This design comes from an exercise in tuning for small area, a short achievable clock period and few clock cycles per item on the open sky130 flow, not from production work. At most, simulation tests tie the RTL to the original design; equivalence was not proved.

Setup of TR:
==> flow/design.v <==
package rlfe_pkg;
  localparam logic CMD_COLOR = 1'b0;
  localparam logic CMD_TICK  = 1'b1;
  localparam logic [7:0] FADE_INTERVAL_RESET = 8'd15;
  localparam int         NUM_CH              = 4;
endpackage
import rlfe_pkg::*;
module rgbw_linear_fade_engine #(
  parameter int LEVEL_BITS = 10
) (
  input  logic                  clk,
  input  logic                  rst,
  input  logic                  in_valid,
  output logic                  in_ready,
  input  logic                  cmd,
  input  logic [LEVEL_BITS-1:0] channel_0,
  input  logic [LEVEL_BITS-1:0] channel_1,
  input  logic [LEVEL_BITS-1:0] channel_2,
  input  logic [LEVEL_BITS-1:0] channel_3,
  input  logic                  fade_on,
  output logic                  out_valid,
  input  logic                  out_ready,
  output logic [LEVEL_BITS-1:0] drive_0,
  output logic [LEVEL_BITS-1:0] drive_1,
  output logic [LEVEL_BITS-1:0] drive_2,
  output logic [LEVEL_BITS-1:0] drive_3,
  output logic                  fade_done,
  input  logic                  cfg_valid,
  output logic                  cfg_ready,
  input  logic [7:0]            cfg_data
);
  localparam int LB = LEVEL_BITS;
  logic [7:0]    interval_q;
  logic [7:0]    tick_q;
  logic [LB-1:0] target_q [NUM_CH];
  logic [LB-1:0] mag_q    [NUM_CH];    
  logic          dir_q    [NUM_CH];    
  logic [LB:0]   d_q      [NUM_CH];    
  logic [LB-1:0] level_q  [NUM_CH];
  logic [LB-1:0] nc_q;                 
  logic          nd_q;
  logic [LB-1:0] rem_q;                
  logic          s1_q;                 
  logic          ini_q;                
  logic          fading_q;
  logic          out_valid_q;
  logic          done_q;
  logic          in_ready_q;
  logic          pcolor_q;             
  logic          pfade_q;
  logic          pstep_q;              
  logic          pdone_q;
  logic [1:0]    win_q;                
  logic          hit_q;                
  logic [LB-1:0] in_lv    [NUM_CH];
  logic [LB:0]   sum      [NUM_CH];
  logic [LB-1:0] lvl_step [NUM_CH];
  logic          zero     [NUM_CH];    
  logic [LB:0]   key      [NUM_CH];
  logic [LB:0]   max01, max23, max_key;
  logic          same;
  assign in_lv[0] = channel_0;
  assign in_lv[1] = channel_1;
  assign in_lv[2] = channel_2;
  assign in_lv[3] = channel_3;
  assign cfg_ready = 1'b1;
  assign in_ready  = in_ready_q;
  assign out_valid = out_valid_q;
  assign fade_done = done_q;
  assign drive_0   = level_q[0];
  assign drive_1   = level_q[1];
  assign drive_2   = level_q[2];
  assign drive_3   = level_q[3];
  logic       accept, acc_color, acc_tick, out_free, step_acc;
  logic [7:0] tick_inc, interval_eff;
  logic       step_done, color_done;
  logic       app_color, app_step, app_step_now;
  logic       fading_next, pcolor_next, pstep_next, out_valid_next, stall_next;
  logic [1:0] win_next;
  assign accept    = in_valid & in_ready_q;
  assign acc_color = accept & (cmd == CMD_COLOR);
  assign acc_tick  = accept & (cmd == CMD_TICK);
  assign out_free  = ~out_valid_q | out_ready;
  assign interval_eff = (interval_q == 8'd0) ? 8'd1 : interval_q;
  assign tick_inc     = tick_q + 8'd1;
  assign step_acc     = acc_tick & fading_q & hit_q;
  assign step_done    = nd_q ? (rem_q == LB'(0)) : (rem_q == LB'(1));
  always_comb begin
    same = 1'b1;
    for (int c = 0; c < NUM_CH; c++)
      if (!zero[c]) same = 1'b0;
  end
  assign color_done = ~pfade_q | same;
  assign app_color    = pcolor_q & out_free;
  assign app_step_now = step_acc & out_free;
  assign app_step     = (step_acc | pstep_q) & out_free;
  assign pcolor_next    = acc_color | (pcolor_q & ~out_free);
  assign pstep_next     = (step_acc | pstep_q) & ~out_free;
  assign out_valid_next = (app_color | app_step) | (out_valid_q & ~out_ready);
  always_comb begin
    fading_next = fading_q;
    if (acc_color) fading_next = fade_on;
    else if (app_color) fading_next = ~color_done;
    else if (step_acc) fading_next = ~step_done;
  end
  logic [8:0] tick_p1, tick_p2;
  logic       h_same, h_inc, h_zero, hit_next, fading_cons;
  assign tick_p1  = {1'b0, tick_q} + 9'd1;
  assign tick_p2  = {1'b0, tick_q} + 9'd2;
  assign h_same   = tick_p1 >= {1'b0, interval_eff};
  assign h_inc    = tick_p2 >= {1'b0, interval_eff};
  assign h_zero   = interval_q <= 8'd1;
  always_comb begin
    if (acc_color) hit_next = h_zero;
    else if (acc_tick & fading_q) hit_next = hit_q ? h_zero : h_inc;
    else hit_next = h_same;
  end
  assign fading_cons = acc_color ? fade_on : app_color ? pfade_q : fading_next;
  assign win_next    = acc_color ? 2'd3 : app_color ? 2'd2 :
                       (win_q != 2'd0) ? win_q - 2'd1 : 2'd0;
  assign stall_next  = (win_next != 2'd0) & fading_cons & hit_next;
  always_comb begin
    for (int c = 0; c < NUM_CH; c++) begin
      logic          ge;
      logic [LB:0]   p, q, r, cs, cc;
      logic          cin;
      logic [LB-1:0] x;
      logic          run;
      ge = ~d_q[c][LB];
      p   = pcolor_q ? {1'b0, target_q[c]} : ini_q ? '0 : d_q[c];
      q   = {1'b0, mag_q[c]} ^ {(LB+1){pcolor_q}};
      r   = ((ini_q | ge) & ~pcolor_q) ? {1'b1, ~nc_q} : '0;
      cs  = p ^ q ^ r;
      cc  = {(p[LB-1:0] & q[LB-1:0]) | (p[LB-1:0] & r[LB-1:0]) | (q[LB-1:0] & r[LB-1:0]),
             pcolor_q | dir_q[c]};
      cin = (ini_q | ge) & ~pcolor_q & ~nd_q;
      sum[c]  = cs + cc + (LB+1)'(cin);
      zero[c] = &cs[LB-1:0];    
      x   = level_q[c] ^ {LB{dir_q[c]}};
      run = ge;
      for (int b = 0; b < LB; b++) begin
        lvl_step[c][b] = level_q[c][b] ^ run;
        run = run & x[b];
      end
      key[c] = {mag_q[c], dir_q[c]};
    end
    max01   = (key[0] > key[1]) ? key[0] : key[1];
    max23   = (key[2] > key[3]) ? key[2] : key[3];
    max_key = (max01 > max23) ? max01 : max23;
  end
  always_ff @(posedge clk) begin
    if (rst) begin
      interval_q  <= FADE_INTERVAL_RESET;
      tick_q      <= '0;
      fading_q    <= 1'b0;
      out_valid_q <= 1'b0;
      in_ready_q  <= 1'b1;
      pcolor_q    <= 1'b0;
      pstep_q     <= 1'b0;
      win_q       <= '0;
      hit_q       <= 1'b0;
      for (int c = 0; c < NUM_CH; c++) target_q[c] <= '0;
    end else begin
      if (cfg_valid) interval_q <= cfg_data;
      fading_q <= fading_next;
      if (acc_color) tick_q <= '0;
      else if (acc_tick & fading_q) tick_q <= hit_q ? 8'd0 : tick_inc;
      hit_q <= hit_next;
      for (int c = 0; c < NUM_CH; c++)
        if (acc_color) target_q[c] <= in_lv[c];
      out_valid_q <= out_valid_next;
      pcolor_q    <= pcolor_next;
      pstep_q     <= pstep_next;
      win_q       <= win_next;
      in_ready_q  <= ~pstep_next & ~(pcolor_next & out_valid_next) & ~stall_next & ~cfg_valid;
    end
  end
  always_ff @(posedge clk) begin
    s1_q  <= app_color;
    ini_q <= s1_q;
    if (ini_q) rem_q <= nc_q;
    else if (step_acc) rem_q <= rem_q - LB'(1);
    if (acc_color) pfade_q <= fade_on;
    if (step_acc) pdone_q <= step_done;
    for (int c = 0; c < NUM_CH; c++) begin
      if (acc_color) mag_q[c] <= target_q[c];
      else if (app_color) mag_q[c] <= sum[c][LB-1:0] ^ {LB{sum[c][LB]}};
      if (app_color) dir_q[c] <= sum[c][LB];
      if (ini_q | app_step) d_q[c] <= sum[c];
      if (app_color) level_q[c] <= pfade_q ? mag_q[c] : target_q[c];
      else if (app_step) level_q[c] <= lvl_step[c];
    end
    if (app_color) done_q <= color_done;
    else if (app_step_now) done_q <= step_done;
    else if (app_step) done_q <= pdone_q;
    nc_q <= max_key[LB:1];
    nd_q <= max_key[0];
  end
endmodule
export LEC_CHECK = 0
export CAP_MARGIN = 20
export CORE_MARGIN = 2
export CORE_UTILIZATION = 40
export SETUP_SLACK_MARGIN = 5
export SLEW_MARGIN = 20
create_clock -name core_clock -period 8.5 [get_ports {clk}]
run.sh (not shown) runs the stock make flow with config.mk's settings and CLKGATE_MAP_FILE= SYNTH_SCRIPT=/design/flow/synth_recipe.tcl, a recipe that flattens the netlist after the stock synthesis.
Both conditions hold for TR: the flow ran to the end and the final layout passed the timing, DRC and antenna checks.
Testbench counts of TR, summed over its fixed seeds: cycles 40,554, results 13,995.
Here is what was changed in the inputs of MS compared with TR.
--- a/flow/design.v
+++ b/flow/design.v
@@ -35,12 +35,12 @@
   logic [LB-1:0] target_q [NUM_CH];
   logic [LB-1:0] mag_q    [NUM_CH];    
   logic          dir_q    [NUM_CH];    
   logic [LB:0]   d_q      [NUM_CH];    
   logic [LB-1:0] level_q  [NUM_CH];
-  logic [LB-1:0] nc_q;                 
-  logic          nd_q;
+  logic [LB:0]   nneg_q;               
+  logic          nd_q;                 
   logic [LB-1:0] rem_q;                
   logic          s1_q;                 
   logic          ini_q;                
   logic          fading_q;
   logic          out_valid_q;
@@ -121,22 +121,20 @@
   assign stall_next  = (win_next != 2'd0) & fading_cons & hit_next;
   always_comb begin
     for (int c = 0; c < NUM_CH; c++) begin
       logic          ge;
       logic [LB:0]   p, q, r, cs, cc;
-      logic          cin;
       logic [LB-1:0] x;
       logic          run;
       ge = ~d_q[c][LB];
-      p   = pcolor_q ? {1'b0, target_q[c]} : ini_q ? '0 : d_q[c];
-      q   = {1'b0, mag_q[c]} ^ {(LB+1){pcolor_q}};
-      r   = ((ini_q | ge) & ~pcolor_q) ? {1'b1, ~nc_q} : '0;
+      p   = d_q[c];
+      q   = {pcolor_q, mag_q[c]};
+      r   = ((ini_q | ge) & ~pcolor_q) ? nneg_q : '0;
       cs  = p ^ q ^ r;
       cc  = {(p[LB-1:0] & q[LB-1:0]) | (p[LB-1:0] & r[LB-1:0]) | (q[LB-1:0] & r[LB-1:0]),
              pcolor_q | dir_q[c]};
-      cin = (ini_q | ge) & ~pcolor_q & ~nd_q;
-      sum[c]  = cs + cc + (LB+1)'(cin);
+      sum[c]  = cs + cc;
       zero[c] = &cs[LB-1:0];    
       x   = level_q[c] ^ {LB{dir_q[c]}};
       run = ge;
       for (int b = 0; b < LB; b++) begin
         lvl_step[c][b] = level_q[c][b] ^ run;
@@ -176,24 +174,30 @@
     end
   end
   always_ff @(posedge clk) begin
     s1_q  <= app_color;
     ini_q <= s1_q;
-    if (ini_q) rem_q <= nc_q;
-    else if (step_acc) rem_q <= rem_q - LB'(1);
+    if (s1_q) begin
+      rem_q  <= max_key[LB:1];
+      nd_q   <= max_key[0];
+      nneg_q <= ~{1'b0, max_key[LB:1]};
+    end else begin
+      if (step_acc) rem_q <= rem_q - LB'(1);
+      if (ini_q) nneg_q <= nneg_q + {{LB{1'b0}}, ~nd_q};
+    end
     if (acc_color) pfade_q <= fade_on;
     if (step_acc) pdone_q <= step_done;
     for (int c = 0; c < NUM_CH; c++) begin
-      if (acc_color) mag_q[c] <= target_q[c];
+      if (acc_color) mag_q[c] <= ~target_q[c];
       else if (app_color) mag_q[c] <= sum[c][LB-1:0] ^ {LB{sum[c][LB]}};
       if (app_color) dir_q[c] <= sum[c][LB];
-      if (ini_q | app_step) d_q[c] <= sum[c];
-      if (app_color) level_q[c] <= pfade_q ? mag_q[c] : target_q[c];
+      if (acc_color) d_q[c] <= {1'b0, in_lv[c]};
+      else if (s1_q & ~pcolor_q) d_q[c] <= {{LB{1'b0}}, ~max_key[0]};
+      else if ((ini_q & ~pcolor_q) | app_step) d_q[c] <= sum[c];
+      if (app_color) level_q[c] <= pfade_q ? ~mag_q[c] : target_q[c];
       else if (app_step) level_q[c] <= lvl_step[c];
     end
     if (app_color) done_q <= color_done;
     else if (app_step_now) done_q <= step_done;
     else if (app_step) done_q <= pdone_q;
-    nc_q <= max_key[LB:1];
-    nd_q <= max_key[0];
   end
 endmodule
## What came out
- Looking at cell with the largest stage delay on the worst path, the sky130_fd_sc_hd__edfxtp_1 result is from MS; the sky130_fd_sc_hd__fa_2 one comes from TR.
- Compared with TR, in MS number of distinct library cells after synthesis went down about 10%, largest net degree at the start of global routing went up 28, length of routed met3 wiring went up 64%.
- MS against TR: maximum frequency fell by 0.0045 GHz, flip-flop and latch area grew by 1.8%.
No functional check of the RTL was part of MS.

==> afterwards: timing with drivers on the ports <==
No port has a modelled driver above. Below, the same layouts with a new extraction and two added sets of constraints. Step 1 (the two cells are an assumption about what drives the block):
set clk [get_ports {clk}]
set_driving_cell -lib_cell sky130_fd_sc_hd__clkbuf_16 $clk
set_driving_cell -lib_cell sky130_fd_sc_hd__buf_2 [delete_from_list [all_inputs] $clk]
Step 2 moves the port delays by t, midway between the first and last clock arrival at a register: inputs arrive t later, outputs are due t later. That takes back most of the time a late clock gives input paths. Three values: ideal, step 1, step 2; two values: the first two.
run	t, ns	setup WS [ns]	clock arrival spread, ns	pins driven straight from the clock port
TR	0.604	4.591 / 4.591 / 4.589	0.022 / 0.022	1
MS	0.586	4.521 / 4.521 / 4.451	0.024 / 0.024	1
After both steps every run listed still meets setup and hold. For MS, which loses most, drivers alone change the setup slack by 0.000 ns; drivers and shift together by -0.070 ns.
